From an optimization exercise on the open Yosys and OpenROAD flow, aimed at small area, a short achievable clock period and few clock cycles per item; shortcuts taken in it are not production practice. RTL that was checked went through simulation tests only; none was proved equivalent to the original.

Setup of wip/xenon:
==> module sad_pe, before the edit <==
module sad_pe (
	input  logic           clk,
	input  logic           arst_n,
	input  logic           step,
	input  logic           en,
	input  me_pkg::pixel_t c_in,
	input  logic [3:0]     c_nx_hi,
	input  me_pkg::pixel_t pn,
	input  logic [3:0]     pn_hi_d,
	input  logic           clr,
	output me_pkg::pixel_t c_out,
	output me_pkg::sad_t   sad
);
	always_ff @(posedge clk) begin
		if (step) begin
			c_out <= c_in;
		end
	end
	logic [4:0] ac;
	logic [3:0] xl;
	logic [4:0] gc;
	logic       hp;
	logic       gt;
	assign ac[0] = 1'b0;
	for (genvar i = 0; i < 4; i++) begin : g_a
		assign xl[i]   = c_in[i] ^ pn[i] ^ ac[i];
		assign ac[i+1] = (c_in[i] & pn[i]) | (ac[i] & (c_in[i] ^ pn[i]));
	end
	assign gc[0] = 1'b0;
	for (genvar i = 4; i < 8; i++) begin : g_g
		assign gc[i-3] = (c_in[i] & pn[i]) | (gc[i-4] & (c_in[i] ^ pn[i]));
	end
	assign hp = ((c_in[7:4] ^ pn[7:4]) == 4'hf);
	logic ge;
	logic he;
	assign ge = gc[4] & en;
	assign he = hp & en;
	assign gt = ge | (he & ac[4]);
	logic [3:0] xl_r;
	logic       k_r;
	logic       gt_r;
	logic       en_r;
	always_ff @(posedge clk) begin
		xl_r <= xl | {4{~en}};
		k_r  <= ac[4];
		gt_r <= gt;
	end
	always_ff @(posedge clk or negedge arst_n) begin
		if (!arst_n) begin
			en_r <= 1'b0;
		end else begin
			en_r <= en;
		end
	end
	logic [4:0] bc;
	logic [3:0] xh;
	logic [3:0] dl;
	logic [4:0] lc;
	logic [3:0] s0;
	logic [3:0] dh_r;
	logic       cy4_r;
	assign bc[0] = k_r;
	for (genvar i = 0; i < 4; i++) begin : g_b
		assign xh[i]   = c_nx_hi[i] ^ pn_hi_d[i] ^ bc[i];
		assign bc[i+1] = (c_nx_hi[i] & pn_hi_d[i]) | (bc[i] & (c_nx_hi[i] ^ pn_hi_d[i]));
	end
	assign dl    = xl_r ^ {4{~gt_r}};
	assign lc[0] = gt_r;
	for (genvar i = 0; i < 4; i++) begin : g_s0
		assign s0[i]   = sad[i] ^ dl[i] ^ lc[i];
		assign lc[i+1] = (sad[i] & dl[i]) | (lc[i] & (sad[i] ^ dl[i]));
	end
	logic dh1;
	logic dh0;
	assign dh1 = en_r & gt_r;
	assign dh0 = en_r & ~gt_r;
	always_ff @(posedge clk) begin
		for (int i = 0; i < 4; i++) begin
			dh_r[i] <= xh[i] ? dh1 : dh0;
		end
		cy4_r <= lc[4];
	end
	logic [4:0] mc;
	logic [3:0] s1;
	logic       cy8_r;
	assign mc[0] = cy4_r;
	for (genvar i = 0; i < 4; i++) begin : g_s1
		assign s1[i]   = sad[i+4] ^ dh_r[i] ^ mc[i];
		assign mc[i+1] = (sad[i+4] & dh_r[i]) | (mc[i] & (sad[i+4] ^ dh_r[i]));
	end
	always_ff @(posedge clk) begin
		cy8_r <= mc[4];
	end
	logic [7:0] s2;
	assign s2 = sad[15:8] + {7'd0, cy8_r};
	always_ff @(posedge clk) begin
		sad <= clr ? '0 : {s2, s1, s0};
	end
endmodule
export LEC_CHECK = 0
export CAP_MARGIN = 20
export CORE_MARGIN = 2
export CORE_UTILIZATION = 40
export CTS_CLUSTER_DIAMETER = 100
export CTS_CLUSTER_SIZE = 24
export SETUP_SLACK_MARGIN = 3.2
export SLEW_MARGIN = 20
create_clock -name core_clock -period 5.5 [get_ports {clk}]
run.sh (not shown) runs the stock make flow with config.mk's settings and CLKGATE_MAP_FILE= SYNTH_SCRIPT=/design/flow/synth_recipe.tcl, a recipe that flattens the netlist after the stock synthesis.
The following lists how wip/sierra was set up differently from wip/xenon:
diff --git a/flow/design.v b/flow/design.v
--- a/flow/design.v
+++ b/flow/design.v
@@ -105,9 +105,5 @@
 	end
 	assign hp = ((c_in[7:4] ^ pn[7:4]) == 4'hf);
-	logic ge;
-	logic he;
-	assign ge = gc[4] & en;
-	assign he = hp & en;
-	assign gt = ge | (he & ac[4]);
+	assign gt = gc[4] | (hp & ac[4]);
 	logic [3:0] xl_r;
 	logic       k_r;
@@ -117,5 +113,5 @@
 		xl_r <= xl | {4{~en}};
 		k_r  <= ac[4];
-		gt_r <= gt;
+		gt_r <= gt & en;
 	end
 	always_ff @(posedge clk or negedge arst_n) begin
==> comparison <==
- On wip/sierra: final RePlAce weighted congestion is about 5.6% higher than what wip/xenon gave.
- Global-route met2 utilization, wip/xenon and wip/sierra: higher on wip/sierra
- Maximum fanout along the worst path: wip/sierra higher than wip/xenon
- Cell count: wip/sierra lower than wip/xenon
- The lower worst setup margin of wip/xenon and wip/sierra is in wip/xenon.
- A path type of the worst setup path of reg -> reg is what wip/sierra shows, while reg -> out belongs to wip/xenon.
- [compare] base=wip/xenon new=wip/sierra: number of signal-net buffers in the layout decreased by 9 relative to the old numbers, post-route clock period utilization decreased by 1.9 points relative to the old numbers, post-synthesis cell count decreased by about 0.36% relative to the old numbers.
- [diff] maximum operating frequency, wip/sierra relative to wip/xenon: improvement
- When wip/sierra is measured against wip/xenon, its cell area reported after detailed placement turns out 110 µm² lower.
- Summary of wip/sierra over wip/xenon: met1 track demand over resource in global routing climbed 0.19 points, synthesized area per cell barely changed, simple-gate share of the synthesized area barely changed.
Testbench counts of wip/sierra, summed over its fixed seeds: cycles 52,096, items 192.
The RTL of wip/xenon was laid out without a check of its function.

re-timing with driven ports:
Ports are ideal in the flow. The routed layouts listed here were re-timed in OpenROAD.
Step 1, drivers: a clkbuf_16 drives clk and a buf_2 each remaining input, both assumed.
Step 2 moves the port delays by t, midway between the first and last clock arrival at a register: inputs arrive t later, outputs are due t later. That takes back most of the time a late clock gives input paths.
Three values: ideal ports, drivers, drivers and shift; two values: the first two.
| run | t (ns) | setup WS [ns] | clock arrival spread, ns |
|---|---|---|---|
| wip/xenon | 0.645 | 3.122 / 3.058 / 3.210 | 0.045 / 0.044 |
| wip/sierra | 0.633 | 3.224 / 3.164 / 3.206 | 0.036 / 0.036 |
After both steps setup and hold are still met in every run listed. The setup slack of wip/sierra, which loses most, moves by -0.060 ns with the drivers and by -0.018 ns with both steps.
